Context: an optimization exercise on an open-source flow, tuned for small area, a short achievable clock period and few clock cycles per item. The choices shown serve that exercise and are no tape-out recipe. In this exercise RTL edits were held to simulation tests only and were not proved equivalent to the original.

[flow/design.v]
package gvcm_pkg;
    localparam int DZ_W       = 17;
    localparam int IN_DATA_W  = 112;
    localparam int OUT_DATA_W = 72;
    localparam int CORDIC_STEPS = 18;
    localparam int XW = 30;
    localparam int AW = 23;
    function automatic logic [AW-1:0] atan_step(input int i);
        logic [AW-1:0] r;
        begin
            case (i)
                0:       r = AW'(2097152);
                1:       r = AW'(1238021);
                2:       r = AW'(654136);
                3:       r = AW'(332050);
                4:       r = AW'(166669);
                5:       r = AW'(83416);
                6:       r = AW'(41718);
                7:       r = AW'(20860);
                8:       r = AW'(10430);
                9:       r = AW'(5215);
                10:      r = AW'(2608);
                11:      r = AW'(1304);
                12:      r = AW'(652);
                13:      r = AW'(326);
                14:      r = AW'(163);
                15:      r = AW'(81);
                16:      r = AW'(41);
                17:      r = AW'(20);
                default: r = '0;
            endcase
            atan_step = r;
        end
    endfunction
    function automatic int ang_width(input int i);
        int r;
        begin
            case (i)
                0, 1, 2: r = 22;
                default: r = 24 - i;
            endcase
            ang_width = r;
        end
    endfunction
endpackage
module gvcm_add #(
    parameter int W = 30
) (
    input  logic [W-1:0] a,
    input  logic [W-1:0] b,
    input  logic         cin,
    output logic [W-1:0] s,
    output logic         cout
);
    function automatic int levels(input int n);
        int r;
        begin
            r = 0;
            while ((1 << r) <= n)
                r = r + 1;
            levels = r;
        end
    endfunction
    localparam int L = levels(W);
    logic [W:0] g [0:L];
    logic [W:0] p [0:L];
    always_comb
    begin
        g[0][0] = cin;
        p[0][0] = 1'b0;
        for (int i = 0; i < W; i++)
        begin
            g[0][i+1] = a[i] & b[i];
            p[0][i+1] = a[i] ^ b[i];
        end
        for (int l = 0; l < L; l++)
        begin
            for (int i = 0; i <= W; i++)
            begin
                if (((i >> l) & 1) != 0)
                begin
                    g[l+1][i] = g[l][i] | (p[l][i] & g[l][((i >> l) << l) - 1]);
                    p[l+1][i] = p[l][i] & p[l][((i >> l) << l) - 1];
                end
                else
                begin
                    g[l+1][i] = g[l][i];
                    p[l+1][i] = p[l][i];
                end
            end
        end
        for (int i = 0; i < W; i++)
            s[i] = a[i] ^ b[i] ^ g[L][i];
        cout = g[L][W];
    end
endmodule
module gvcm_csa_tree #(
    parameter int N = 3,
    parameter int W = 30
) (
    input  logic [N*W-1:0] rows,
    output logic [W-1:0]   s,
    output logic [W-1:0]   c
);
    logic [(3*N+1)*W-1:0] t;
    always_comb
    begin
        t = '0;
        t[N*W-1:0] = rows;
        for (int j = 0; j < N - 2; j++)
        begin
            t[(N + 2*j)*W +: W]     = t[(3*j)*W +: W] ^ t[(3*j+1)*W +: W] ^ t[(3*j+2)*W +: W];
            t[(N + 2*j + 1)*W +: W] = {((t[(3*j)*W +: W] & t[(3*j+1)*W +: W]) |
                                        (t[(3*j)*W +: W] & t[(3*j+2)*W +: W]) |
                                        (t[(3*j+1)*W +: W] & t[(3*j+2)*W +: W])), 1'b0};
        end
        s = t[(3*N-6)*W +: W];
        c = t[(3*N-5)*W +: W];
    end
endmodule
module gvcm_sum_neg #(
    parameter int N = 3,
    parameter int W = 19
) (
    input  logic [N*W-1:0] rows,
    input  logic           cin,
    output logic           neg
);
    logic [W-1:0] s, c, t;
    gvcm_csa_tree #(.N(N), .W(W)) u_csa (.rows(rows), .s(s), .c(c));
    gvcm_add #(.W(W)) u_add (.a(s), .b(c), .cin(cin), .s(t), .cout());
    assign neg = t[W-1];
endmodule
module gamepad_velocity_command_mapper_top (
    input  logic                               clk,
    input  logic                               rst_n,
    input  logic                               cfg_wr_en,
    input  logic [gvcm_pkg::DZ_W-1:0]          cfg_wr_data,
    input  logic                               s_tvalid,
    output logic                               s_tready,
    input  logic [gvcm_pkg::IN_DATA_W-1:0]     s_tdata,
    input  logic                               s_tuser,
    output logic                               m_tvalid,
    input  logic                               m_tready,
    output logic [gvcm_pkg::OUT_DATA_W-1:0]    m_tdata,
    output logic                               m_tuser
);
    localparam int XW = gvcm_pkg::XW;
    localparam int AW = gvcm_pkg::AW;
    localparam int NS = gvcm_pkg::CORDIC_STEPS;
    localparam int SB = 1 + 1 + 4 + 5 + 17 + 17;
    logic        en_q;
    logic        h_v, k_v;
    logic [18:0] nth_q;    
    logic [3:0]  spd_q;
    logic        rel_q;
    logic [5:0]  pbtn_q;
    logic        fly_q;
    logic        nr_q;
    logic [15:0] hd_q;
    logic [15:0] bs_q;
    logic        acc, acc_rep, acc_nav;
    logic [5:0]  in_btn, rise;
    logic [3:0]  in_fstate;
    logic [15:0] in_heading;
    logic [3:0]  spd_up, spd_new;
    logic        rel_new;
    logic        trim_ok;
    logic [4:0]  req;    
    assign s_tready   = !k_v;
    assign acc        = s_tvalid && en_q;
    assign acc_rep    = acc && !s_tuser;
    assign acc_nav    = acc && s_tuser;
    assign in_btn     = s_tdata[85:80];
    assign in_fstate  = s_tdata[89:86];
    assign in_heading = s_tdata[105:90];
    always_comb
    begin
        rise    = in_btn & ~pbtn_q;
        spd_up  = (rise[4] && (spd_q < 4'd10)) ? spd_q + 4'd1 : spd_q;
        if (rise[5])
            spd_new = (spd_up > 4'd1) ? spd_up - 4'd1 : 4'd1;
        else
            spd_new = spd_up;
        rel_new = rel_q ^ rise[3];
        trim_ok = rise[1] && !fly_q && !nr_q;
        req[0]  = (rise[0] && nr_q) || (rise[1] && !fly_q && nr_q);
        req[1]  = rise[0] && !nr_q && !fly_q;
        req[2]  = rise[0] && !nr_q && fly_q;
        req[3]  = trim_ok;
        req[4]  = rise[2];
    end
    always_ff @(posedge clk or negedge rst_n)
    begin
        if (!rst_n)
        begin
            nth_q  <= '0;
            spd_q  <= 4'd5;
            rel_q  <= 1'b0;
            pbtn_q <= '0;
            fly_q  <= 1'b0;
            nr_q   <= 1'b1;
            hd_q   <= '0;
            bs_q   <= '0;
        end
        else
        begin
            if (cfg_wr_en)
                nth_q <= 19'd0 - {2'b0, cfg_wr_data};
            if (acc_nav)
            begin
                fly_q <= (in_fstate >= 4'd3) && (in_fstate <= 4'd8);
                nr_q  <= (in_fstate <= 4'd1);
                hd_q  <= in_heading;
            end
            if (acc_rep)
            begin
                pbtn_q <= in_btn;
                rel_q  <= rel_new;
                spd_q  <= spd_new;
                if (trim_ok)
                    bs_q <= hd_q;
            end
        end
    end
    logic        a_v;
    logic        a_fly, a_rot;
    logic [3:0]  a_spd;
    logic [4:0]  a_req;
    logic [18:0] a_nth;
    logic [15:0] a_x, a_y, a_up, a_dn, a_yw;
    logic [15:0] a_ang;
    always_ff @(posedge clk or negedge rst_n)
    begin
        if (!rst_n)
            a_v <= 1'b0;
        else if (en_q)
            a_v <= acc_rep;
    end
    always_ff @(posedge clk)
    begin
        if (en_q)
        begin
            a_fly <= fly_q;
            a_rot <= fly_q && rel_new;
            a_spd <= spd_new;
            a_req <= req;
            a_nth <= nth_q;
            a_x   <= s_tdata[15:0];
            a_y   <= s_tdata[31:16];
            a_up  <= s_tdata[47:32];
            a_dn  <= s_tdata[63:48];
            a_yw  <= s_tdata[79:64];
            a_ang <= hd_q - bs_q;
        end
    end
    logic [15:0]        in_x, in_y, in_up, in_dn, in_yw;
    logic [18:0]        e_x, e_y, e_up, e_dn, e_yw;
    logic [18:0]        sx_p, sx_n, sy_p, sy_n, sw_p, sw_n;
    logic [3:0]         lt_p, lt_n;
    logic signed [16:0] vx, vy, vz, vw;
    logic signed [16:0] dx, dy, dzv, dw;
    logic [15:0]        rot16;
    logic [1:0]         quad;
    logic               in_rot, swp, ngx, ngy;
    assign in_x  = a_x;
    assign in_y  = a_y;
    assign in_up = a_up;
    assign in_dn = a_dn;
    assign in_yw = a_yw;
    assign e_x   = {{3{in_x[15]}}, in_x};
    assign e_y   = {{3{in_y[15]}}, in_y};
    assign e_up  = {{3{in_up[15]}}, in_up};
    assign e_dn  = {{3{in_dn[15]}}, in_dn};
    assign e_yw  = {{3{in_yw[15]}}, in_yw};
    gvcm_add #(.W(19)) u_dzxp (.a(e_x), .b(a_nth), .cin(1'b0), .s(sx_p), .cout());
    gvcm_add #(.W(19)) u_dzxn (.a(~e_x), .b(a_nth), .cin(1'b1), .s(sx_n), .cout());
    gvcm_add #(.W(19)) u_dzyp (.a(e_y), .b(a_nth), .cin(1'b0), .s(sy_p), .cout());
    gvcm_add #(.W(19)) u_dzyn (.a(~e_y), .b(a_nth), .cin(1'b1), .s(sy_n), .cout());
    gvcm_add #(.W(19)) u_dzwp (.a(e_yw), .b(a_nth), .cin(1'b0), .s(sw_p), .cout());
    gvcm_add #(.W(19)) u_dzwn (.a(~e_yw), .b(a_nth), .cin(1'b1), .s(sw_n), .cout());
    gvcm_sum_neg #(.N(3), .W(19)) u_dzzp (.rows({e_dn, ~e_up, a_nth}), .cin(1'b1),
                                    .neg(lt_p[2]));
    gvcm_sum_neg #(.N(3), .W(19)) u_dzzn (.rows({e_up, ~e_dn, a_nth}), .cin(1'b1),
                                    .neg(lt_n[2]));
    gvcm_add #(.W(17)) u_zd (.a(e_dn[16:0]), .b(~e_up[16:0]), .cin(1'b1), .s(vz), .cout());
    assign lt_p[0] = sx_p[18];
    assign lt_n[0] = sx_n[18];
    assign lt_p[1] = sy_p[18];
    assign lt_n[1] = sy_n[18];
    assign lt_p[3] = sw_p[18];
    assign lt_n[3] = sw_n[18];
    assign vx = e_x[16:0];
    assign vy = e_y[16:0];
    assign vw = e_yw[16:0];
    always_comb
    begin
        dx     = (!a_fly || (lt_p[0] && lt_n[0])) ? 17'sd0 : vx;
        dy     = (!a_fly || (lt_p[1] && lt_n[1])) ? 17'sd0 : vy;
        dzv    = (!a_fly || (lt_p[2] && lt_n[2])) ? 17'sd0 : vz;
        dw     = (!a_fly || (lt_p[3] && lt_n[3])) ? 17'sd0 : vw;
        in_rot = a_rot;
        rot16  = a_ang;
        quad   = rot16[15:14] + {1'b0, rot16[13]};
        swp    = in_rot && quad[0];
        ngx    = in_rot && quad[1];
        ngy    = in_rot && (quad[1] ^ quad[0]);
    end
    logic                b_v;
    logic signed [16:0]  b_x, b_y;
    logic                b_nx, b_ny;
    logic [13:0]         b_ang;
    logic [SB-1:0]       b_sb;
    always_ff @(posedge clk or negedge rst_n)
    begin
        if (!rst_n)
            b_v <= 1'b0;
        else if (en_q)
            b_v <= a_v;
    end
    always_ff @(posedge clk)
    begin
        if (en_q)
        begin
            b_x   <= swp ? dy : dx;
            b_y   <= swp ? dx : dy;
            b_nx  <= ngx;
            b_ny  <= ngy;
            b_ang <= rot16[13:0];
            b_sb  <= {a_fly, a_rot, a_spd, a_req, dzv, dw};
        end
    end
    logic               c0_rot, c0_d;
    logic               sgn_xy, sgn_yx;
    logic [17:0]        c0_xx, c0_xy, c0_yy, c0_yx;
    logic [17:0]        c0_xs, c0_xc, c0_ys, c0_yc;
    logic [17:0]        x1, y1;
    logic signed [AW-1:0] a0, a1;
    always_comb
    begin
        c0_rot = b_sb[SB-2];
        c0_d   = !b_ang[13];
        sgn_xy = b_ny ^ !c0_d;
        sgn_yx = b_nx ^ c0_d;
        c0_xx  = {b_x[16], b_x} ^ {18{b_nx}};
        c0_yy  = {b_y[16], b_y} ^ {18{b_ny}};
        c0_xy  = c0_rot ? ({b_y[16], b_y} ^ {18{sgn_xy}}) : 18'd0;
        c0_yx  = c0_rot ? ({b_x[16], b_x} ^ {18{sgn_yx}}) : 18'd0;
        a0     = {b_ang[13], b_ang, 8'b0};
        a1     = c0_d ? a0 - $signed(gvcm_pkg::atan_step(0)) : a0 + $signed(gvcm_pkg::atan_step(0));
    end
    gvcm_csa_tree #(.N(3), .W(18)) u_c0x (
        .rows({c0_xx, c0_xy, 18'({1'b0, c0_rot & sgn_xy} + {1'b0, b_nx})}),
        .s(c0_xs), .c(c0_xc));
    gvcm_csa_tree #(.N(3), .W(18)) u_c0y (
        .rows({c0_yy, c0_yx, 18'({1'b0, c0_rot & sgn_yx} + {1'b0, b_ny})}),
        .s(c0_ys), .c(c0_yc));
    gvcm_add #(.W(18)) u_c0xa (.a(c0_xs), .b(c0_xc), .cin(1'b0), .s(x1), .cout());
    gvcm_add #(.W(18)) u_c0ya (.a(c0_ys), .b(c0_yc), .cin(1'b0), .s(y1), .cout());
    logic                 c1_v;
    logic signed [17:0]   c1_x, c1_y;
    logic [21:0]          c1_a;
    logic [SB-1:0]        c1_sb;
    always_ff @(posedge clk or negedge rst_n)
    begin
        if (!rst_n)
            c1_v <= 1'b0;
        else if (en_q)
            c1_v <= b_v;
    end
    always_ff @(posedge clk)
    begin
        if (en_q)
        begin
            c1_x  <= x1;
            c1_y  <= y1;
            c1_a  <= a1[21:0];
            c1_sb <= {b_sb[SB-1:34],
                      b_sb[33], b_sb[32:17] ^ {16{b_sb[33]}},
                      b_sb[16], b_sb[15:0] ^ {16{b_sb[16]}}};
        end
    end
    logic signed [XW-1:0] cx [1:NS];
    logic signed [XW-1:0] cy [1:NS];
    logic signed [AW-1:0] ca [1:NS];
    logic [SB-1:0]        cs [1:NS];
    logic                 cv [1:NS];
    assign cx[1] = {c1_x, 12'b0};
    assign cy[1] = {c1_y, 12'b0};
    assign ca[1] = AW'($signed(c1_a));
    assign cs[1] = c1_sb;
    assign cv[1] = c1_v;
    genvar gi;
    generate
        for (gi = 1; gi < NS; gi++)
        begin : g_step
            localparam int NAW = (gi + 1 < NS) ? gvcm_pkg::ang_width(gi + 1) : 1;
            logic signed [XW-1:0]  hx, hy, sx, sy, nx, ny;
            logic signed [AW-1:0]  na;
            logic                  rot, neg;
            logic signed [XW-1:0]  rx_q, ry_q;
            logic signed [NAW-1:0] ra_q;
            logic [SB-1:0]         rs_q;
            logic                  rv_q;
            assign rot = cs[gi][SB-2];
            assign neg = ca[gi][AW-1];
            assign hx  = cx[gi] >>> gi;
            assign hy  = cy[gi] >>> gi;
            assign sx  = rot ? hx : '0;
            assign sy  = rot ? hy : '0;
            gvcm_add #(.W(XW)) u_x (.a(cx[gi]), .b(sy ^ {XW{neg}}), .cin(neg), .s(nx), .cout());
            gvcm_add #(.W(XW)) u_y (.a(cy[gi]), .b(sx ^ {XW{!neg}}), .cin(!neg), .s(ny), .cout());
            gvcm_add #(.W(AW)) u_a (.a(ca[gi]), .b(gvcm_pkg::atan_step(gi) ^ {AW{!neg}}),
                                    .cin(!neg), .s(na), .cout());
            always_ff @(posedge clk or negedge rst_n)
            begin
                if (!rst_n)
                    rv_q <= 1'b0;
                else if (en_q)
                    rv_q <= cv[gi];
            end
            always_ff @(posedge clk)
            begin
                if (en_q)
                begin
                    rx_q <= nx;
                    ry_q <= ny;
                    ra_q <= na[NAW-1:0];
                    rs_q <= cs[gi];
                end
            end
            assign cx[gi+1] = rx_q;
            assign cy[gi+1] = ry_q;
            assign ca[gi+1] = AW'(ra_q);
            assign cs[gi+1] = rs_q;
            assign cv[gi+1] = rv_q;
        end
    endgenerate
    localparam logic [59:0] GAIN_K = 60'h0adb576ac12404a0;
    logic                 g1_v;
    logic [XW-1:0]        g1_xs, g1_xc, g1_ys, g1_yc;
    logic [15:0]          g1_xk, g1_yk;
    logic [SB-1:0]        g1_sb;
    logic [13*60-1:0]     gx_rows, gy_rows;
    logic [59:0]          gx_s, gx_c, gy_s, gy_c;
    function automatic logic [13*60-1:0] gain_rows(input logic [XW-1:0] v);
        logic [XW-1:0]     u, n;
        logic [13*60-1:0]  r;
        begin
            u = v ^ (XW'(1) << (XW - 1));
            n = ~u;
            r[0*60 +: 60] = 60'(u) << 1;
            r[1*60 +: 60] = 60'(u) << 3;
            r[2*60 +: 60] = 60'(n) << 5;
            r[3*60 +: 60] = 60'(n) << 7;
            r[4*60 +: 60] = 60'(n) << 10;
            r[5*60 +: 60] = 60'(u) << 14;
            r[6*60 +: 60] = 60'(u) << 16;
            r[7*60 +: 60] = 60'(n) << 18;
            r[8*60 +: 60] = 60'(n) << 21;
            r[9*60 +: 60] = 60'(n) << 24;
            r[10*60 +: 60] = 60'(u) << 27;
            r[11*60 +: 60] = 60'(u) << 29;
            r[12*60 +: 60] = GAIN_K;
            gain_rows = r;
        end
    endfunction
    assign gx_rows = gain_rows(cx[NS]);
    assign gy_rows = gain_rows(cy[NS]);
    gvcm_csa_tree #(.N(13), .W(60)) u_gx (.rows(gx_rows), .s(gx_s), .c(gx_c));
    gvcm_csa_tree #(.N(13), .W(60)) u_gy (.rows(gy_rows), .s(gy_s), .c(gy_c));
    function automatic logic [15:0] block_gp(input logic [29:0] a, input logic [29:0] b);
        logic [29:0] g, p;
        logic [7:0]  bg, bp;
        begin
            g = a & b;
            p = a ^ b;
            for (int j = 0; j < 8; j++)
            begin
                bg[j] = 1'b0;
                bp[j] = 1'b1;
                for (int k = 0; k < 4; k++)
                begin
                    if (4*j + k < 30)
                    begin
                        bg[j] = g[4*j+k] | (p[4*j+k] & bg[j]);
                        bp[j] = bp[j] & p[4*j+k];
                    end
                end
            end
            block_gp = {bp, bg};
        end
    endfunction
    function automatic logic block_carry(input logic [15:0] gp);
        logic c;
        begin
            c = 1'b0;
            for (int j = 0; j < 8; j++)
                c = gp[j] | (gp[8+j] & c);
            block_carry = c;
        end
    endfunction
    always_ff @(posedge clk or negedge rst_n)
    begin
        if (!rst_n)
            g1_v <= 1'b0;
        else if (en_q)
            g1_v <= cv[NS];
    end
    always_ff @(posedge clk)
    begin
        if (en_q)
        begin
            if (cs[NS][SB-2])
            begin
                g1_xs <= gx_s[59:30];
                g1_xc <= gx_c[59:30];
                g1_xk <= block_gp(gx_s[29:0], gx_c[29:0]);
                g1_ys <= gy_s[59:30];
                g1_yc <= gy_c[59:30];
                g1_yk <= block_gp(gy_s[29:0], gy_c[29:0]);
            end
            else
            begin
                g1_xs <= cx[NS];
                g1_xc <= '0;
                g1_xk <= '0;
                g1_ys <= cy[NS];
                g1_yc <= '0;
                g1_yk <= '0;
            end
            g1_sb <= cs[NS];
        end
    end
    logic                 g_v;
    logic [XW-2:0]        g_x, g_y;      
    logic                 g_sx, g_sy;    
    logic [1:0]           g_sa, g_sb2;   
    logic                 g_neg;         
    function automatic logic [3:0] spd_terms(input logic [3:0] s);
        logic [3:0] r;
        begin
            case (s)
                4'd1:    r = {2'd0, 2'd0};
                4'd2:    r = {2'd1, 2'd0};
                4'd3:    r = {2'd1, 2'd1};
                4'd4:    r = {2'd2, 2'd0};
                4'd5:    r = {2'd2, 2'd1};
                4'd6:    r = {2'd2, 2'd2};
                4'd7:    r = {2'd3, 2'd3};
                4'd8:    r = {2'd3, 2'd0};
                4'd9:    r = {2'd3, 2'd1};
                default: r = {2'd3, 2'd2};
            endcase
            spd_terms = r;
        end
    endfunction
    logic [SB-1:0]        g_sb;
    logic [XW-1:0]        g2_x, g2_y;
    gvcm_add #(.W(XW)) u_g2x (.a(g1_xs), .b(g1_xc), .cin(block_carry(g1_xk)), .s(g2_x),
                              .cout());
    gvcm_add #(.W(XW)) u_g2y (.a(g1_ys), .b(g1_yc), .cin(block_carry(g1_yk)), .s(g2_y),
                              .cout());
    always_ff @(posedge clk or negedge rst_n)
    begin
        if (!rst_n)
            g_v <= 1'b0;
        else if (en_q)
            g_v <= g1_v;
    end
    always_ff @(posedge clk)
    begin
        if (en_q)
        begin
            g_x  <= g2_x[XW-2:0] ^ {(XW-1){g2_x[XW-1]}};
            g_y  <= g2_y[XW-2:0] ^ {(XW-1){g2_y[XW-1]}};
            g_sx <= g2_x[XW-1];
            g_sy <= g2_y[XW-1];
            {g_sa, g_sb2} <= spd_terms(g1_sb[SB-3 -: 4]);
            g_neg <= (g1_sb[SB-3 -: 4] == 4'd7);
            g_sb <= g1_sb;
        end
    end
    logic [3:0]  g_spd;
    logic        g_sz, g_sw;
    logic signed [16:0] g_z, g_w;
    logic [3*33-1:0] sx_rows, sy_rows;
    logic [3*21-1:0] sz_rows, sw_rows;
    logic [32:0] px_s, px_c, py_s, py_c, px, py;
    logic [20:0] pz_s, pz_c, pw_s, pw_c, pz, pw;
    function automatic logic [3*33-1:0] spd_rows33(input logic [28:0] m, input logic sg,
                                                   input logic [3:0] s, input logic [1:0] sa,
                                                   input logic [1:0] sb);
        logic [3*33-1:0] r;
        begin
            r[0*33 +: 33] = 33'(m) << sa;
            case (sb)
                2'd0:    r[1*33 +: 33] = 33'd0;
                2'd1:    r[1*33 +: 33] = 33'(m);
                2'd2:    r[1*33 +: 33] = 33'(m) << 1;
                default: r[1*33 +: 33] = ~(33'(m));
            endcase
            r[2*33 +: 33] = sg ? 33'(s) : 33'd0;
            spd_rows33 = r;
        end
    endfunction
    function automatic logic [3*21-1:0] spd_rows21(input logic [15:0] m, input logic sg,
                                                   input logic [3:0] s, input logic [1:0] sa,
                                                   input logic [1:0] sb);
        logic [3*21-1:0] r;
        begin
            r[0*21 +: 21] = 21'(m) << sa;
            case (sb)
                2'd0:    r[1*21 +: 21] = 21'd0;
                2'd1:    r[1*21 +: 21] = 21'(m);
                2'd2:    r[1*21 +: 21] = 21'(m) << 1;
                default: r[1*21 +: 21] = ~(21'(m));
            endcase
            r[2*21 +: 21] = sg ? 21'(s) : 21'd0;
            spd_rows21 = r;
        end
    endfunction
    always_comb
    begin
        g_spd = g_sb[SB-3 -: 4];
        g_z   = g_sb[33:17];
        g_w   = g_sb[16:0];
        g_sz  = g_z[16];
        g_sw  = g_w[16];
        sx_rows = spd_rows33(g_x, g_sx, g_spd, g_sa, g_sb2);
        sy_rows = spd_rows33(g_y, g_sy, g_spd, g_sa, g_sb2);
        sz_rows = spd_rows21(g_z[15:0], g_sz, g_spd, g_sa, g_sb2);
        sw_rows = spd_rows21(g_w[15:0], g_sw, g_spd, g_sa, g_sb2);
    end
    gvcm_csa_tree #(.N(3), .W(33)) u_sx (.rows(sx_rows), .s(px_s), .c(px_c));
    gvcm_csa_tree #(.N(3), .W(33)) u_sy (.rows(sy_rows), .s(py_s), .c(py_c));
    gvcm_csa_tree #(.N(3), .W(21)) u_sz (.rows(sz_rows), .s(pz_s), .c(pz_c));
    gvcm_csa_tree #(.N(3), .W(21)) u_sw (.rows(sw_rows), .s(pw_s), .c(pw_c));
    gvcm_add #(.W(33)) u_pxa (.a(px_s), .b(px_c), .cin(g_neg), .s(px), .cout());
    gvcm_add #(.W(33)) u_pya (.a(py_s), .b(py_c), .cin(g_neg), .s(py), .cout());
    gvcm_add #(.W(21)) u_pza (.a(pz_s), .b(pz_c), .cin(g_neg), .s(pz), .cout());
    gvcm_add #(.W(21)) u_pwa (.a(pw_s), .b(pw_c), .cin(g_neg), .s(pw), .cout());
    logic        p_v;
    logic [19:0] p_x, p_y, p_z, p_w;
    logic [3:0]  p_s;
    logic        p_fly;
    logic [4:0]  p_req;
    always_ff @(posedge clk or negedge rst_n)
    begin
        if (!rst_n)
            p_v <= 1'b0;
        else if (en_q)
            p_v <= g_v;
    end
    always_ff @(posedge clk)
    begin
        if (en_q)
        begin
            p_x   <= px[31:12];
            p_y   <= py[31:12];
            p_z   <= pz[19:0];
            p_w   <= pw[19:0];
            p_s   <= {g_sw, g_sz, g_sy, g_sx};
            p_fly <= g_sb[SB-1];
            p_req <= g_sb[SB-7 -: 5];
        end
    end
    function automatic logic [4*26-1:0] m33_rows(input logic [19:0] h);
        logic [4*26-1:0] r;
        begin
            r[0*26 +: 26] = 26'(h);
            r[1*26 +: 26] = 26'(h) << 1;
            r[2*26 +: 26] = 26'(h) << 4;
            r[3*26 +: 26] = 26'(h) << 5;
            m33_rows = r;
        end
    endfunction
    logic        t_v;
    logic [25:0] t_x, t_y, t_z, t_w;
    logic [25:0] m_xs, m_xc, m_ys, m_yc, m_zs, m_zc, m_ws, m_wc;
    logic [25:0] m_x, m_y, m_z, m_w;
    logic [3:0]  t_s;
    logic        t_fly;
    logic [4:0]  t_req;
    gvcm_csa_tree #(.N(4), .W(26)) u_m33x (.rows(m33_rows(p_x)), .s(m_xs), .c(m_xc));
    gvcm_csa_tree #(.N(4), .W(26)) u_m33y (.rows(m33_rows(p_y)), .s(m_ys), .c(m_yc));
    gvcm_csa_tree #(.N(4), .W(26)) u_m33z (.rows(m33_rows(p_z)), .s(m_zs), .c(m_zc));
    gvcm_csa_tree #(.N(4), .W(26)) u_m33w (.rows(m33_rows(p_w)), .s(m_ws), .c(m_wc));
    gvcm_add #(.W(26)) u_ax (.a(m_xs), .b(m_xc), .cin(1'b0), .s(m_x), .cout());
    gvcm_add #(.W(26)) u_ay (.a(m_ys), .b(m_yc), .cin(1'b0), .s(m_y), .cout());
    gvcm_add #(.W(26)) u_az (.a(m_zs), .b(m_zc), .cin(1'b0), .s(m_z), .cout());
    gvcm_add #(.W(26)) u_aw (.a(m_ws), .b(m_wc), .cin(1'b0), .s(m_w), .cout());
    always_ff @(posedge clk or negedge rst_n)
    begin
        if (!rst_n)
            t_v <= 1'b0;
        else if (en_q)
            t_v <= p_v;
    end
    always_ff @(posedge clk)
    begin
        if (en_q)
        begin
            t_x   <= m_x ^ {26{p_s[0]}};
            t_y   <= m_y ^ {26{p_s[1]}};
            t_z   <= m_z ^ {26{p_s[2]}};
            t_w   <= m_w ^ {26{p_s[3]}};
            t_s   <= p_s;
            t_fly <= p_fly;
            t_req <= p_req;
        end
    end
    localparam logic [41:0] DIV_KP = 42'd1048576;
    localparam logic [41:0] DIV_KN = 42'(65793 - 1048576 + 33554431) - (42'h4000000 * 42'd65793);
    function automatic logic [4*42-1:0] div_rows(input logic [25:0] ax, input logic sg);
        logic [4*42-1:0] r;
        begin
            r[0*42 +: 42] = 42'(ax);
            r[1*42 +: 42] = 42'(ax) << 8;
            r[2*42 +: 42] = 42'(ax) << 16;
            r[3*42 +: 42] = sg ? DIV_KN : DIV_KP;
            div_rows = r;
        end
    endfunction
    logic [41:0] qx_s, qx_c, qy_s, qy_c, qz_s, qz_c, qw_s, qw_c;
    logic [41:0] qx_t, qy_t, qz_t, qw_t;
    gvcm_csa_tree #(.N(4), .W(42)) u_dx (.rows(div_rows(t_x, t_s[0])), .s(qx_s), .c(qx_c));
    gvcm_csa_tree #(.N(4), .W(42)) u_dy (.rows(div_rows(t_y, t_s[1])), .s(qy_s), .c(qy_c));
    gvcm_csa_tree #(.N(4), .W(42)) u_dz (.rows(div_rows(t_z, t_s[2])), .s(qz_s), .c(qz_c));
    gvcm_csa_tree #(.N(4), .W(42)) u_dw (.rows(div_rows(t_w, t_s[3])), .s(qw_s), .c(qw_c));
    gvcm_add #(.W(42)) u_qx (.a(qx_s), .b(qx_c), .cin(1'b0), .s(qx_t), .cout());
    gvcm_add #(.W(42)) u_qy (.a(qy_s), .b(qy_c), .cin(1'b0), .s(qy_t), .cout());
    gvcm_add #(.W(42)) u_qz (.a(qz_s), .b(qz_c), .cin(1'b0), .s(qz_t), .cout());
    gvcm_add #(.W(42)) u_qw (.a(qw_s), .b(qw_c), .cin(1'b0), .s(qw_t), .cout());
    logic [71:0] res_data;
    logic        res_user;
    always_comb
    begin
        res_data = {t_req[4], t_req[3], t_req[2], t_req[1], t_req[0],
                    qw_t[25 +: 16], qz_t[25 +: 17], qy_t[25 +: 17], qx_t[25 +: 17]};
        res_user = t_fly;
    end
    logic [71:0] h_data, k_data;
    logic        h_user, k_user;
    logic        take, res_in, h_keep;
    logic        h_v_n, k_v_n;
    always_comb
    begin
        take   = h_v && m_tready;
        res_in = en_q && t_v;
        h_keep = h_v && !take;
        if (h_keep)
        begin
            h_v_n = 1'b1;
            k_v_n = k_v || res_in;
        end
        else if (k_v)
        begin
            h_v_n = 1'b1;
            k_v_n = res_in;
        end
        else
        begin
            h_v_n = res_in;
            k_v_n = 1'b0;
        end
    end
    always_ff @(posedge clk or negedge rst_n)
    begin
        if (!rst_n)
        begin
            h_v  <= 1'b0;
            k_v  <= 1'b0;
            en_q <= 1'b1;
        end
        else
        begin
            h_v  <= h_v_n;
            k_v  <= k_v_n;
            en_q <= !(h_v_n && k_v_n);
        end
    end
    always_ff @(posedge clk)
    begin
        if (!h_keep)
        begin
            h_data <= k_v ? k_data : res_data;
            h_user <= k_v ? k_user : res_user;
        end
        if (res_in && (h_keep || k_v))
        begin
            k_data <= res_data;
            k_user <= res_user;
        end
    end
    assign m_tvalid = h_v;
    assign m_tdata  = h_data;
    assign m_tuser  = h_user;
endmodule
[flow/flow/run.sh]
#!/bin/bash
# The standard layout (the standard.sh, with its standard synthesis), with the timing repair
# asked to over-fix setup: SETUP_SLACK_MARGIN makes repair_timing aim for slack of that many ns
# at the design's own clock period and constraints, which are left as they are.
set -euo pipefail
export SETUP_SLACK_MARGIN=9.5
bash standard.sh > standard.log 2>&1
[flow/standard.sh]
#!/bin/bash
# synth_recipe.tcl (not shown) runs the flow's synth.tcl, then flattens the netlist and writes it again
# the make line also repeats each setting of config.mk as NAME=value (left out here)
make -C /OpenROAD-flow-scripts/flow DESIGN_CONFIG=/design/flow/config.mk WORK_HOME=/design/flow/orfs CLKGATE_MAP_FILE= SYNTH_SCRIPT=/design/flow/synth_recipe.tcl "${@:-finish}"
[flow/config.mk]
export PLATFORM = sky130hd
export DESIGN_NAME = gamepad_velocity_command_mapper_top
export DESIGN_NICKNAME = gamepad_velocity_command_mapper_top
export VERILOG_FILES = /design/flow/design.v
export SDC_FILE = /design/flow/constraint.sdc
export NUM_CORES = 4
export LEC_CHECK = 0
export CAP_MARGIN = 20
export CORE_MARGIN = 2
export CORE_UTILIZATION = 68
export SLEW_MARGIN = 20
[flow/constraint.sdc]
create_clock -name core_clock -period 14.0 [get_ports {clk}]
set_input_delay 2.8000 -clock core_clock [delete_from_list [all_inputs] [get_ports {clk}]]
set_output_delay 2.8000 -clock core_clock [all_outputs]
set_load 0.01 [all_outputs]
==> results.txt, run 1 <==
* Post-synth cell types at 85
* Clock insertion delay at the later pin of the skew report at 0.95 ns
* Final number of hold-violating endpoints at 0
* R2R cell count at 23
* Reg-to-reg critical path startpoint: b_nx$_DFFE_PP_
* Drt pass-1 iters at 7
* DR WL/cell at 21.4 um
* Post-Place Setup Slack at 8.27 ns
* Seq cells post-synth at 2,975
* Core Rows at 197
* RSZ-0062 raised after global routing: true
* Register-to-Register Setup Slack at 9.52 ns
* Total grt overflow at 0
* DRC viols at 0
* CP top delay family: flip-flops
* Worst-margin pin slew at 1.17 ns
* Total Wirelength at 443 mm
* Hold/Removal Path Class: flop to flop
* Worst-path fanout max at 2
* Hpwl dp at 311 mm
* CP cell instances: clkinv_8 > buf_16 > buf_6
* Largest net degree at the start of global routing at 209
* Initial antenna violation count at 15
* Crit path launch type: flop
* Fmax at 220 MHz
* Max clock buf depth at 4
* Mapped cell area at 196,000 um^2
* Vias in the first global route at 129,000
* R2R Path End: c1_y[15]$_DFFE_PP_
* CP arrival at 1.74 ns
* Root buf cell: clkbuf_16
* CP max-delay cell: dfrtp_4
* Initial DRC Count at 8,580
* Clock skew at 0.0757 ns
* Max-slew headroom at 22.1%
* Syn nets at 19,300
* Die area at 292,000 um^2
* Initial core utilization at 68.1%
* H-tree Lvls at 5
* Status: timing/DRC/antenna clean
* Setup violators final at 0
* Final period util at 32.4%
* Buf/Inv on CP at 3
* Worst-path clk slew at 0.07 ns
* Fin crit period at 4.54 ns
* Kind of critical path: flop to output pin
* IO buf count at 203
* GP Congestion at 0.945
* Final WS setup at 9.46 ns
* Post-synth EDFFs at 2,885
* Syn-to-layout area delta at 11.9%
* CTS tree: yes
* Slew Viols, Final at 0
* Final nets at 20,100
* Hold Crit Endpoint: g_step[12].rs_q[0]$_DFFE_PP_
* Post-synth top cells: edfxtp_1 (2,885), ha_1 (2,248), xnor2_1 (1,517)
* Synth Area per Inst at 12.3 um^2
* Leading post-synthesis cells by cell area: edfxtp_1 (44%), ha_1 (14%), fa_1 (10%), xnor2_1 (6.8%), inv_1 (2.8%)
* Worst setup EP type: output pin
* Fin util at 76.2%
* Non-filler instance count after layout at 20,700
* Num CTS Buffers at 318
* Top Ports at 210
* Data required, critical path at 11.20 ns
* CTS hold repair buffers at 0
* Clock Sinks at 2,975
* Max Cap Violations at 0
* Chip width at 541 um
* Hold wc startpoint: g_step[11].rs_q[0]$_DFFE_PP_
* Die height at 541 um
* First-pass GRT wire length at 689 mm
* Total GRT Usage at 29.9%
* Post-synthesis sequential area ratio at 45.4%
* Dominant cell type by area after synthesis: edfxtp_1
* Vias/cell at 5.91
* Synth top area share at 44.2%
* Antenna Nets Post-Route at 0
* Dominant synthesized flop cell: edfxtp_1
* Number of placed cells counting well taps at 19,700
* CP peak stage delay at 0.52 ns
* Core area at 287,000 um^2
* Most frequent cell after synthesis: edfxtp_1
* FFs w/ async S/R, synth at 3.03%
* Mapped Cells at 15,900
* Yosys Warn Count at 45
* Sum Neg Setup Slack at 0 ns
* Via count at 123,000
* Layout cell share with drive strength beyond 1 at 9.34%
* Worst hold stages at 0
[worst max path at each step]
stage	start	endpoint	slack [ns]	cells past startpoint
after floorplan	en_q$_DFF_PN1_	k_data[0]$_DFFE_PP_	-4.45	3
after global placement	s_tuser	bs_q[15]$_DFFE_PN0P_	8.01	5
after detailed placement	cfg_wr_data[5]	nth_q[14]$_DFFE_PN0P_	8.27	7
after CTS	k_v$_DFF_PN0_	s_tready	9.19	3
after global routing	b_nx$_DFFE_PP_	c1_y[15]$_DFFE_PP_	9.28	23
final	k_v$_DFF_PN0_	s_tready	9.46	3
[area by class of cell]
cell class                      instances  area [um^2]
Antenna cell                           17         42.5
Fill cell                           17800        68300
Clock buffer                          391         8490
Timing Repair Buffer                  733         7370
Tap cell                             3781         4730
Sequential cell                      2975        88900
Inverter                             1463         5710
Clock inverter                        185         2120
Multi-Input combinational cell      11200       102000
[sequential cells by signal, indices dropped and copies added (netlist names), 29 cells and up]
| register | count |
|---|---|
| g_step.rs_q | 748 |
| g_step.rx_q | 482 |
| g_step.ry_q | 482 |
| g_step.ra_q | 219 |
| h_data | 72 |
| k_data | 72 |
| b_sb | 44 |
| c1_sb | 44 |
| g1_sb | 43 |
| g_sb | 43 |
| g1_xc | 30 |
| g1_xs | 30 |
| g1_yc | 30 |
| g1_ys | 30 |
| g_x | 29 |
| g_y | 29 |
[cells by family (layout without fill, tap and decap cells)]
kind of cell	count (synthesis)	in the layout	synth area share [%]
AO/OA/AOI/OAI	2349	2349	7.93
XOR/XNOR	2049	2049	9.16
adder cells (fa/ha/maj)	3262	3262	24.7
buffers and inverters	1763	2772	3.39
flip-flops	2975	2975	45.4
multiplexers	248	248	1.73
other	1	18	0.00191
AND/OR/NAND/NOR	3270	3270	7.67
[routing by layer]
| metal | up-vias | GRT usage, % | part of all wire, % |
|---|---|---|---|
| met4 | 0 | 15.9 | 6.1 |
| met2 | 3297 | 54.2 | 52 |
| met5 | - | 0 | 0 |
| li1 | 57600 | - | - |
| met3 | 1107 | 3.58 | 4.6 |
| met1 | 60500 | 34.7 | 37 |
[layout by cell type (no fill, tap or decap), drive strengths merged, types with 34 or more instances in the layout]
master	instances
clkinv	126
a31oi	78
bufinv	35
clkbuf	410
o21ai	423
xor2	532
nor2b	165
xnor2	1517
clkdlybuf4s50	127
mux2i	54
nor2	793
dlygate4sd2	74
ha	2248
and2	173
nand3	180
a21o	336
a32o	34
o211ai	87
fa	1014
mux2	135
nand2b	112
a21boi	56
nor3	266
mux4	59
o21a	234
a21oi	618
nand2	1221
inv	1426
nand4	63
dfrtp	86
o21bai	96
or2	63
buf	499
clkinvlp	61
or3	64
a211oi	44
and3	73
edfxtp	2885
[worst register-to-register path: stages (launching register included)]
cell and delay [ns]:
edfxtp_1 0.43, buf_6 0.16, xnor2_1 0.13, and2_4 0.17, ha_4 0.12, inv_2 0.03, fa_1 0.44, inv_1 0.07
ha_2 0.16, inv_1 0.05, fa_2 0.41, nor2b_2 0.16, o21ai_2 0.09, a21boi_2 0.18, o21ai_2 0.09, a21boi_2 0.14
o21a_1 0.15, o21a_1 0.14, o21a_1 0.15, o21ai_2 0.09, a21oi_2 0.21, a21oi_2 0.10, fa_2 0.54, inv_1 0.04
[stage by stage]
step / hold slack (ns) / cell area [um^2]
6_report: 0.374 / 219000
5_1_grt: 0.393 / 219000
4_1_cts: 0.381 / 216000
3_5_place_dp: 0.405 / 203000
3_3_place_gp: 0.400 / 203000
2_1_floorplan: 0.400 / 196000
[repair_timing]
action / CTS / global route
pin swaps: 41 / 153
endpoints found under the setup margin: 675 / 381
gates cloned: 18 / 14
gates resized for setup: 323 / 269
setup buffers: 217 / 144
hold endpoints to repair: 0 / 0
Testbench counts, summed over its fixed seeds: cycles 3,110, items 2,400.
==> run 2: changes to the inputs <==
--- a/flow/flow/run.sh
+++ b/flow/flow/run.sh
@@ -4,4 +4,4 @@
 # at the design's own clock period and constraints, which are left as they are.
 set -euo pipefail
-export SETUP_SLACK_MARGIN=9.5
+export SETUP_SLACK_MARGIN=10.5
 bash standard.sh > standard.log 2>&1
==> run 2 against run 1 <==
  * Cell area is 11% higher
  * Routed wire length is 24% higher
  * Largest cell class unchanged
  * Die area stayed put
  * First-iteration DRC count is 41% higher
  * Non-clock buffer count is 1222 higher
  * Sequential cell count stayed put
  * Global-route usage is 3.9 points higher
  * Via count is 11% higher
  * Worst hold slack better by 0.0077 ns
==> results.txt, run 2 <==
* Slew Viols, Final at 0
* CP cell instances: clkinvlp_4 > buf_4 > buf_6 > fa_1 > fa_1 > inv_1 > fa_1 > inv_2 > fa_2 > inv_2 > fa_2 > nand2_1 > o21ai_2
* Stages on the worst setup path at 13
* Grt peak-use layer: met2
* Initial core utilization at 68.1%
* Mapped Cells at 15,900
* Mapped cell area at 196,000 um^2
* Post-Synth Simple-Gate Area at 7.67%
* Multiplexer area fraction after synthesis at 1.73%
* DR WL/cell at 25.1 um
* Data required, critical path at 14.65 ns
* Clock insertion delay at the later pin of the skew report at 0.96 ns
* Clock skew at 0.0683 ns
* CTS hold repair buffers at 0
* Most frequent cell after synthesis: edfxtp_1
* Largest net degree at the start of global routing at 209
* Die height at 541 um
* Max-slew headroom at 15.4%
* CP top delay family: adder cells
* Seq cells post-synth at 2,975
* Via count at 136,000
* Synth Area per Inst at 12.3 um^2
* Most flop-heavy register: g_step.rs_q
* Worst setup path endpoint: g1_xs[0]$_DFFE_PP_
* Post-synth EDFFs at 2,885
* Post-synthesis sequential area ratio at 45.4%
* Max Cap Violations at 0
* Kind of critical path: flop to flop
* Core Rows at 197
* IO buf count at 203
* Number of placed cells counting well taps at 19,700
* Largest family of logic cells by synthesized area: adder cells
* Final period util at 34.4%
* Compound-Gate Fraction of Synth Area at 7.93%
* Root buf cell: clkbuf_16
* Hpwl dp at 311 mm
* Fmax at 207 MHz
* CP dominant cell by count: fa_1
* FFs w/ async S/R, synth at 3.03%
* Initial antenna violation count at 18
* DRC viols at 0
* CP max-delay cell: edfxtp_1
* Top Ports at 210
* CP peak stage delay at 0.72 ns
* H-tree Lvls at 5
* First-pass GRT wire length at 768 mm
* Largest registers: g_step.rs_q (748), g_step.rx_q (482), g_step.ry_q (482)
* Worst-path clk slew at 0.07 ns
* Antenna Nets Post-Route at 0
* Reg-to-reg critical path startpoint: g_step[17].rx_q[16]$_DFFE_PP_
* R2R Path End: g1_xs[0]$_DFFE_PP_
* Yosys Warn Count at 45
* Worst-margin pin slew at 1.27 ns
* M3 GR Usage at 4.75%
* Die area at 292,000 um^2
* Total grt overflow at 0
* Final WS setup at 9.18 ns
* CP Launch Point: g_step[17].rx_q[16]$_DFFE_PP_
* Commonest non-fill, non-tap cell in the layout: edfxtp_1
* Largest register FFs at 748
* Drt pass-1 iters at 7
* Chip width at 541 um
* Post-synth top cells: edfxtp_1 (2,885), ha_1 (2,248), xnor2_1 (1,517)
* Post-synth cell types at 85
* Total GRT Usage at 33.8%
* Initial DRC Count at 12,100
* Hold/Removal Path Class: flop to flop
* Most frequent cells in the layout: edfxtp_1 (2,885), ha_1 (1,994), inv_1 (1,284)
* Non-filler instance count after layout at 22,000
* Leading post-synthesis cells by cell area: edfxtp_1 (44%), ha_1 (14%), fa_1 (10%), xnor2_1 (6.8%), inv_1 (2.8%)
* RSZ-0062 raised after global routing: true
* Setup violators final at 0
* Core area at 287,000 um^2
* Register-to-Register Setup Slack at 9.18 ns
* Syn nets at 19,300
* Synth top area share at 44.2%
* Adder-cell area share of the yosys netlist at 24.7%
* Worst setup EP type: flop
* Crit path launch type: flop
* GR Util met1 at 37.6%
* GP Congestion at 0.945
* Post-Place Setup Slack at 8.27 ns
* Dominant synthesized flop cell: edfxtp_1
* Num CTS Buffers at 318
* R2R cell count at 13
* Worst-path fanout max at 3
* Status: timing/DRC/antenna clean
* Min Hold Slack at 0.382 ns
* Clock Sinks at 2,975
* Max clock buf depth at 4
* Vias/cell at 6.19
* Fin crit period at 4.82 ns
* Total Wirelength at 550 mm
* CTS tree: yes
* Vias in the first global route at 139,000
* CP arrival at 5.47 ns
* Dominant cell type by area after synthesis: edfxtp_1
* Buf/Inv on CP at 6
* Routing usage on met2 at 61.1%
* Post-Synth XOR/XNOR Area at 9.16%
* Final nets at 21,300
* Final number of hold-violating endpoints at 0
* Syn-to-layout area delta at 24.5%
* Layout cell share with drive strength beyond 1 at 24.7%
## run 2: cell counts after synthesis
No cell type changed its count.
## run 2: metrics by stage
step	cell area (um^2)	utilization, %	setup TNS [ns]
global placement	203000	70.5	0
floorplan	196000	-	-9580.09
finish	244000	84.8	0
global route	244000	84.8	0
detailed placement	203000	70.5	0
CTS	231000	80.4	0
## run 2: final cells by class
class	count	area, um^2
fill	13600	43600
inverter	1463	5970
multi-input combinational	11200	113000
clock buffer	391	8490
timing repair buffer	1955	20400
clock inverter	185	2120
timing repair inverter	8	85.1
tap	3781	4730
antenna	19	47.5
sequential	2975	88900
## run 2: worst min-delay path by stage
stage,cells after the start,slack [ns],to,startpoint
after detailed placement,0,0.40,g_sb[44]$_DFFE_PP_,g1_sb[44]$_DFFE_PP_
after floorplan,0,0.40,b_ang[0]$_DFFE_PP_,a_ang[0]$_DFFE_PP_
after CTS,0,0.38,g_step[12].rs_q[0]$_DFFE_PP_,g_step[11].rs_q[0]$_DFFE_PP_
final,0,0.38,g_step[12].rs_q[0]$_DFFE_PP_,g_step[11].rs_q[0]$_DFFE_PP_
after global routing,0,0.39,g_step[12].rs_q[0]$_DFFE_PP_,g_step[11].rs_q[0]$_DFFE_PP_
after global placement,0,0.40,g_step[15].rs_q[44]$_DFFE_PP_,g_step[14].rs_q[44]$_DFFE_PP_
## run 2: routing by layer
metal  part of all wire [%]  vias to the layer above
li1                       -                    60200
met1                     34                    67200
met2                     51                     6270
met3                    6.3                     2352
met4                    8.4                        8
met5                 0.0094                        -
## run 2: repair_timing
item,CTS,global route
gates cloned,82,25
setup buffers,923,600
pin swaps,1035,1006
setup endpoints to repair,2520,1358
resized for setup,2216,1452
## run 2: kinds of logic after synthesis
family	count (synthesis)
xor+xnor	2049
fa+ha+maj	3262
flops	2975
compound gates	2349
simple gates	3270
mux	248
other cells	1
buf+inv	1763
==> run 3: changes to the inputs <==
--- a/flow/flow/run.sh
+++ b/flow/flow/run.sh
@@ -4,4 +4,4 @@
 # at the design's own clock period and constraints, which are left as they are.
 set -euo pipefail
-export SETUP_SLACK_MARGIN=10.5
+export SETUP_SLACK_MARGIN=10
 bash standard.sh > standard.log 2>&1
==> run 3 against run 2 <==
  * Global-route usage down 2.3 points
  * Die area unchanged
  * Worst hold slack about the same
  * Routed wire length down 13%
  * Via count down 6.4%
  * Critical endpoint is now p_x[4]$_DFFE_PP_
==> results.txt, run 3 <==
* Largest registers: g_step.rs_q (748), g_step.rx_q (482), g_step.ry_q (482)
* Multi-input gate area at 106,000 um^2
* Number of placed cells counting well taps at 19,700
* Post-Synth XOR/XNOR Area at 9.16%
* Most frequent cells in the layout: edfxtp_1 (2,885), ha_1 (2,145), xnor2_1 (1,424)
* Syn-to-layout area delta at 16.5%
* H-tree Lvls at 5
* Worst-path clk slew at 0.06 ns
* Max-slew headroom at 18.7%
* Vias in the first global route at 133,000
* Hold/Removal Path Class: flop to flop
* Compound-Gate Fraction of Synth Area at 7.93%
* Most flop-heavy register: g_step.rs_q
* Post-synth top cells: edfxtp_1 (2,885), ha_1 (2,248), xnor2_1 (1,517)
* Post-synth cell types at 85
* RSZ-0062 raised after global routing: true
* Chip width at 541 um
* Worst-path fanout max at 8
* CP peak stage delay at 0.47 ns
* Max Cap Violations at 0
* Worst-margin pin slew at 1.22 ns
* Multiplexer area fraction after synthesis at 1.73%
* Met3 routed WL at 25.1 mm
* Fillers at 16,300
* Post-synth EDFFs at 2,885
* Dominant cell type by area after synthesis: edfxtp_1
* Syn nets at 19,300
* Total Wirelength at 481 mm
* Clock Sinks at 2,975
* Clock skew at 0.0715 ns
* Kind of critical path: flop to flop
* Buf/Inv on CP at 7
* Final nets at 20,500
* Stages on the worst setup path at 20
* DR WL/cell at 22.7 um
* Drt pass-1 iters at 6
* Worst setup path endpoint: p_x[4]$_DFFE_PP_
* CP cell instances: buf_4 > buf_6 > buf_12 > buf_16 > buf_4 > mux4_2 > ha_4 > ha_1 > a21o_1 > a21oi_2 > o31a_1 > o21ai_2 > a41o_1 > buf_4 > buf_6 > o21a_1 > o21a_1 > or2_4 > fa_2 > xor2_1
* Non-filler instance count after layout at 21,200
* Root buf cell: clkbuf_16
* Slew Viols, Final at 0
* GP Congestion at 0.945
* Clock insertion delay at the later pin of the skew report at 0.96 ns
* Reg-to-reg critical path startpoint: g_sa[0]$_SDFFCE_PP1P_
* Vias/cell at 6.01
* Total GRT Usage at 31.5%
* Core area at 287,000 um^2
* Via count at 127,000
* Initial antenna violation count at 12
* Dominant synthesized flop cell: edfxtp_1
* Status: timing/DRC/antenna clean
* Synth Area per Inst at 12.3 um^2
* Die height at 541 um
* CTS tree: yes
* Data required, critical path at 14.68 ns
* Register-to-Register Setup Slack at 9.39 ns
* R2R cell count at 20
* R2R Path End: p_x[4]$_DFFE_PP_
* Final number of hold-violating endpoints at 0
* Metal2 WL at 250 mm
* Mapped cell area at 196,000 um^2
* Register area at 88,900 um^2
* Num CTS Buffers at 318
* Largest family of logic cells by synthesized area: adder cells
* Synth top area share at 44.2%
* Top Layer Used: met4
* Adder-cell area share of the yosys netlist at 24.7%
* Top Ports at 210
* CTS hold repair buffers at 0
* Largest register FFs at 748
* CP max-delay cell: mux4_2
* Initial core utilization at 68.1%
* Commonest non-fill, non-tap cell in the layout: edfxtp_1
* Met1 wire length at 172 mm
* Core Rows at 197
* CP arrival at 5.29 ns
* Hpwl dp at 311 mm
* Post-synthesis sequential area ratio at 45.4%
* Leading post-synthesis cells by cell area: edfxtp_1 (44%), ha_1 (14%), fa_1 (10%), xnor2_1 (6.8%), inv_1 (2.8%)
* Layout cell share with drive strength beyond 1 at 15.6%
* Post-Synth Simple-Gate Area at 7.67%
* First-pass GRT wire length at 721 mm
* Yosys Warn Count at 45
* CP top delay family: compound AO/OA/AOI/OAI gates
* Antenna Nets Post-Route at 0
* IO buf count at 203
* Most frequent cell after synthesis: edfxtp_1
* Min Hold Slack at 0.382 ns
* Fmax at 217 MHz
* Sum Neg Setup Slack at 0 ns
* Seq cells post-synth at 2,975
* Setup violators final at 0
* CP dominant cell by count: buf_4
* FFs w/ async S/R, synth at 3.03%
* CP Launch Point: g_sa[0]$_SDFFCE_PP1P_
* Die area at 292,000 um^2
* Fin crit period at 4.61 ns
* Largest net degree at the start of global routing at 209
* DRC viols at 0
* Crit path launch type: flop
* Initial DRC Count at 9,551
* Max clock buf depth at 4
* Worst setup EP type: flop
* Final period util at 32.9%
* Mapped Cells at 15,900
* Total grt overflow at 0
## run 3: cell type report
class                      instances  area share, %
antenna                           13         0.0143
clock buffer                     391           3.72
clock inverter                   185          0.927
inverter                        1463           2.57
multi-input combinational      11200           46.3
sequential                      2975           39.0
tap                             3781           2.07
timing repair buffer            1204           5.39
timing repair inverter             3         0.0137
## run 3: layer usage
| metal | global-route usage [%] | up-vias |
|---|---|---|
| met3 | 3.97 | 1530 |
| met4 | 17.3 | 0 |
| met1 | 36.0 | 62900 |
| met5 | 0 | - |
| met2 | 57.3 | 4236 |
| li1 | - | 58600 |
## run 3: per-stage QoR
step / area, um^2 / utilization, % / setup WS [ns]
final: 228000 / 79.4 / 9.39
after global routing: 228000 / 79.4 / 9.30
after CTS: 222000 / 77.3 / 9.39
after detailed placement: 203000 / 70.5 / 8.27
after global placement: 203000 / 70.5 / 8.01
after floorplan: 196000 / - / -4.45
## run 3: cells by family (layout without fill, tap and decap cells)
logic type      after synthesis  after routing
simple gates               3270           3270
fa+ha+maj                  3262           3262
flops                      2975           2975
compound gates             2349           2349
xor+xnor                   2049           2049
buf+inv                    1763           3246
mux                         248            248
other cells                   1             14
## run 3: timing repair
action	CTS	global route
pin swaps	494	520
setup buffers	504	305
gates resized for setup	1249	651
setup endpoints to repair	1518	819
gates cloned	43	17
## run 3: how the worst min path moves through the flow
stage | start | slack [ns] | cells after the start | to
after detailed placement | g1_sb[44]$_DFFE_PP_ | 0.40 | 0 | g_sb[44]$_DFFE_PP_
after global routing | g_step[11].rs_q[10]$_DFFE_PP_ | 0.39 | 0 | g_step[12].rs_q[10]$_DFFE_PP_
after CTS | g_step[11].rs_q[0]$_DFFE_PP_ | 0.38 | 0 | g_step[12].rs_q[0]$_DFFE_PP_
after floorplan | a_ang[0]$_DFFE_PP_ | 0.40 | 0 | b_ang[0]$_DFFE_PP_
final | a_ang[0]$_DFFE_PP_ | 0.38 | 0 | b_ang[0]$_DFFE_PP_
after global placement | g_step[14].rs_q[44]$_DFFE_PP_ | 0.40 | 0 | g_step[15].rs_q[44]$_DFFE_PP_
## run 3: worst register-to-register path: cells and delay by family, from the launching register on
| family | cells | cell delay, ns |
|---|---|---|
| compound gates | 7 | 1.23 |
| xor+xnor | 1 | 0.15 |
| fa+ha+maj | 3 | 0.88 |
| buf+inv | 7 | 0.96 |
| flops | 1 | 0.45 |
| mux | 1 | 0.47 |
| simple gates | 1 | 0.24 |
==> run 4: changes to the inputs <==
--- a/flow/design.v
+++ b/flow/design.v
@@ -351,11 +351,11 @@
     end
     gvcm_csa_tree #(.N(3), .W(18)) u_c0x (
-        .rows({c0_xx, c0_xy, 18'({1'b0, c0_rot & sgn_xy} + {1'b0, b_nx})}),
+        .rows({c0_xx, c0_xy, {17'd0, c0_rot & sgn_xy}}),
         .s(c0_xs), .c(c0_xc));
     gvcm_csa_tree #(.N(3), .W(18)) u_c0y (
-        .rows({c0_yy, c0_yx, 18'({1'b0, c0_rot & sgn_yx} + {1'b0, b_ny})}),
+        .rows({c0_yy, c0_yx, {17'd0, c0_rot & sgn_yx}}),
         .s(c0_ys), .c(c0_yc));
-    gvcm_add #(.W(18)) u_c0xa (.a(c0_xs), .b(c0_xc), .cin(1'b0), .s(x1), .cout());
-    gvcm_add #(.W(18)) u_c0ya (.a(c0_ys), .b(c0_yc), .cin(1'b0), .s(y1), .cout());
+    gvcm_add #(.W(18)) u_c0xa (.a(c0_xs), .b(c0_xc), .cin(b_nx), .s(x1), .cout());
+    gvcm_add #(.W(18)) u_c0ya (.a(c0_ys), .b(c0_yc), .cin(b_ny), .s(y1), .cout());
     logic                 c1_v;
     logic signed [17:0]   c1_x, c1_y;
@@ -440,5 +440,5 @@
     logic                 g1_v;
     logic [XW-1:0]        g1_xs, g1_xc, g1_ys, g1_yc;
-    logic [15:0]          g1_xk, g1_yk;
+    logic [29:0]          g1_xk, g1_yk;
     logic [SB-1:0]        g1_sb;
     logic [13*60-1:0]     gx_rows, gy_rows;
@@ -470,32 +470,24 @@
     gvcm_csa_tree #(.N(13), .W(60)) u_gx (.rows(gx_rows), .s(gx_s), .c(gx_c));
     gvcm_csa_tree #(.N(13), .W(60)) u_gy (.rows(gy_rows), .s(gy_s), .c(gy_c));
-    function automatic logic [15:0] block_gp(input logic [29:0] a, input logic [29:0] b);
+    function automatic logic [29:0] block_gp(input logic [29:0] a, input logic [29:0] b);
         logic [29:0] g, p;
-        logic [7:0]  bg, bp;
+        logic [14:0] bg, bp;
         begin
             g = a & b;
             p = a ^ b;
-            for (int j = 0; j < 8; j++)
+            for (int j = 0; j < 15; j++)
             begin
-                bg[j] = 1'b0;
-                bp[j] = 1'b1;
-                for (int k = 0; k < 4; k++)
-                begin
-                    if (4*j + k < 30)
-                    begin
-                        bg[j] = g[4*j+k] | (p[4*j+k] & bg[j]);
-                        bp[j] = bp[j] & p[4*j+k];
-                    end
-                end
+                bg[j] = g[2*j+1] | (p[2*j+1] & g[2*j]);
+                bp[j] = p[2*j+1] & p[2*j];
             end
             block_gp = {bp, bg};
         end
     endfunction
-    function automatic logic block_carry(input logic [15:0] gp);
+    function automatic logic block_carry(input logic [29:0] gp);
         logic c;
         begin
             c = 1'b0;
-            for (int j = 0; j < 8; j++)
-                c = gp[j] | (gp[8+j] & c);
+            for (int j = 0; j < 15; j++)
+                c = gp[j] | (gp[15+j] & c);
             block_carry = c;
         end
--- a/flow/flow/run.sh
+++ b/flow/flow/run.sh
@@ -4,4 +4,4 @@
 # at the design's own clock period and constraints, which are left as they are.
 set -euo pipefail
-export SETUP_SLACK_MARGIN=10
+export SETUP_SLACK_MARGIN=9.5
 bash standard.sh > standard.log 2>&1
==> run 4 against run 3 <==
  * Final cell count down 1.8%
  * Via count is 2.1% lower
  * Largest cell class unchanged
  * Non-clock buffer count is 417 lower
  * Sequential cell count up 20
==> results.txt, run 4 <==
* Number of placed cells counting well taps at 19,700
* Dominant synthesized flop cell: edfxtp_1
* Top Ports at 210
* Yosys Warn Count at 45
* FFs w/ async S/R, synth at 3.01%
* Initial antenna violation count at 9
* Clock insertion delay at the later pin of the skew report at 0.92 ns
* Mapped Cells at 16,000
* Syn nets at 19,400
* CP max-delay cell: a221o_2
* Antenna Nets Post-Route at 0
* RSZ-0062 raised after global routing: true
* Final nets at 20,200
* Fillers at 17,500
* Post-synthesis sequential area ratio at 45.4%
* CP dominant cell by count: a21o_1
* Largest register FFs at 748
* IO buf count at 203
* Total Wirelength at 453 mm
* Die area at 294,000 um^2
* Synth Area per Inst at 12.4 um^2
* Final WS setup at 8.85 ns
* Syn-to-layout area delta at 12.3%
* Setup violators final at 0
* Dominant cell type by area after synthesis: edfxtp_1
* Final period util at 36.8%
* Total GRT Usage at 30.3%
* Worst-path clk slew at 0.10 ns
* Slew Viols, Final at 0
* Min Hold Slack at 0.379 ns
* Via count at 125,000
* CP top delay family: compound AO/OA/AOI/OAI gates
* Hpwl dp at 308 mm
* Fmax at 194 MHz
* Fin crit period at 5.15 ns
* Vias in the first global route at 130,000
* Post-synth EDFFs at 2,905
* Seq cells post-synth at 2,995
* GP Congestion at 0.935
* Post-synth cell types at 116
* Max Cap Violations at 0
* Commonest non-fill, non-tap cell in the layout: edfxtp_1
* Chip width at 543 um
* Synth top area share at 44.2%
* Most flop-heavy register: g_step.rs_q
* Max-slew headroom at 26.4%
* Post-synth top cells: edfxtp_1 (2,905), ha_1 (2,251), xnor2_1 (1,496)
* Most frequent cell after synthesis: edfxtp_1
* Kind of critical path: flop to flop
* Post-Place Setup Slack at 7.82 ns
* Vias/cell at 5.99
* CP peak stage delay at 0.44 ns
* Status: timing/DRC/antenna clean
* First-pass GRT wire length at 703 mm
* Clock Sinks at 2,995
* Clock skew at 0.0687 ns
* CP arrival at 5.77 ns
* Max clock buf depth at 4
* DRC viols at 0
* Buf/Inv on CP at 2
* Worst-margin pin slew at 1.10 ns
* Leading post-synthesis cells by cell area: edfxtp_1 (44%), ha_1 (14%), fa_1 (10%), xnor2_1 (6.6%), inv_1 (2.8%)
* Most frequent cells in the layout: edfxtp_1 (2,905), ha_1 (2,224), xnor2_1 (1,453)
* Hold/Removal Path Class: flop to flop
* Num CTS Buffers at 322
* Data required, critical path at 14.62 ns
* DR WL/cell at 21.7 um
* Initial core utilization at 68.4%
* Total grt overflow at 0
* Largest registers: g_step.rs_q (748), g_step.rx_q (482), g_step.ry_q (482)
* Fin util at 76.8%
* Drt pass-1 iters at 6
* Largest net degree at the start of global routing at 184
* Worst-path fanout max at 4
* Crit path launch type: flop
* Layout cell share with drive strength beyond 1 at 10.3%
* Core area at 288,000 um^2
* CTS tree: yes
* Worst setup EP type: flop
* Initial DRC Count at 9,364
* Core Rows at 197
* Non-filler instance count after layout at 20,800
* H-tree Lvls at 5
* Final number of hold-violating endpoints at 0
* Mapped cell area at 197,000 um^2
* Root buf cell: clkbuf_16
* Die height at 543 um
run 4: changes by cell type after synthesis, moves of 21 or more:
| cell | previous run | this run |
|---|---|---|
| nor2b_1 | 165 | 227 |
| o21ai_0 | 423 | 375 |
| o21bai_1 | 96 | 60 |
| a32o_1 | 34 | 0 |
| nand3_1 | 180 | 148 |
| nand2_1 | 1221 | 1191 |
| o2bb2ai_1 | 2 | 32 |
| a211oi_1 | 44 | 73 |
| and3_1 | 73 | 101 |
| o31ai_1 | 25 | 49 |
| nand2b_1 | 112 | 90 |
| xnor2_1 | 1517 | 1496 |
run 4: layer usage:
metal | GRT usage, % | up-vias | wire, um
met5 | 0 | - | 13
met4 | 13.3 | 2 | 22100
met3 | 3.97 | 1180 | 24100
met2 | 53.3 | 3873 | 230000
met1 | 37.6 | 61600 | 176000
li1 | - | 57900 | -
run 4: cell type report:
class / instances / area (um^2) / area share [%]
antenna: 6 / 15.0 / 0.00678
clock buffer: 384 / 8540 / 3.86
clock inverter: 206 / 2100 / 0.947
multi-input combinational: 11200 / 103000 / 46.5
inverter: 1467 / 5730 / 2.59
sequential: 2995 / 89500 / 40.4
tap: 3781 / 4730 / 2.14
timing repair buffer: 787 / 7820 / 3.53
run 4: kinds of logic (layout without fill, tap and decap cells):
group	after synthesis	in the layout	synth area share [%]
and+or+nand+nor	3327	3327	7.92
buffers and inverters	1767	2844	3.40
xor gates and xnor gates	2050	2051	9.13
DFF	2995	2995	45.4
adders and majority gates	3262	3262	24.5
other	1	7	0.00190
AOI/OAI and AO/OA	2284	2284	7.77
muxes	269	269	1.85
run 4: what timing repair did:
item | in CTS | in global routing
hold buffers | 0 | 0
cloned | 27 | 7
pin swaps | 103 | 144
gates resized for setup | 326 | 302
endpoints found under the setup margin | 854 | 782
setup buffers | 233 | 208
run 4: final timing paths:
path	from	endpoint	slack, ns	depth (start not counted)
min in group asynchronous	rst_n	nth_q[0]$_DFFE_PN0P_	1.78	1
max in group asynchronous	rst_n	k_v$_DFF_PN0_	11.05	2
max reg2reg	g1_xk[4]$_SDFFCE_PN0P_	g_x[26]$_DFFE_PP_	8.85	25
max	g1_xk[4]$_SDFFCE_PN0P_	g_x[26]$_DFFE_PP_	8.85	25
min reg2reg	g_step[12].rs_q[19]$_DFFE_PP_	g_step[13].rs_q[19]$_DFFE_PP_	0.38	0
min	g_step[12].rs_q[19]$_DFFE_PP_	g_step[13].rs_q[19]$_DFFE_PP_	0.38	0
run 4: stage by stage:
stage               instance area, um^2   TNS, ns
finish                           221000         0
detailed placement               204000         0
floorplan                        197000  -9996.67
CTS                              218000         0
global route                     221000         0
global placement                 204000         0
Testbench counts of run 4, summed over its fixed seeds: cycles 3,110, items 2,400.

## afterwards: timing with drivers on the ports
The results above use ideal ports. As a check the final layouts listed here were re-extracted and re-timed, cells and wires unchanged.
Step 1, drivers: a clkbuf_16 drives clk and a buf_2 each remaining input, both assumed.
Step 2, shift: input delay + t, output delay - t, t = (earliest + latest rising clock arrival at the registers) / 2. This alone moves slack from input paths to output paths.
Three values: ideal ports, drivers, drivers and shift; two values: the first two.
run | shift t [ns] | slack for setup (ns) | worst setup path after step 2 | worst slew at a driven data input, ns
run 1 | 1.020 | 9.462 / 9.360 / 8.598 | input to register | 0.44
run 2 | 1.051 | 9.178 / 9.178 / 9.171 | input to register | 0.50
run 3 | 1.030 | 9.391 / 9.345 / 9.040 | input to register | 0.51
run 4 | 1.006 | 8.848 / 8.848 / 8.585 | input to register | 0.15
After both steps every run listed still meets setup and hold. The setup slack of run 1, which loses most, moves by -0.102 ns with the drivers and by -0.864 ns with both steps.
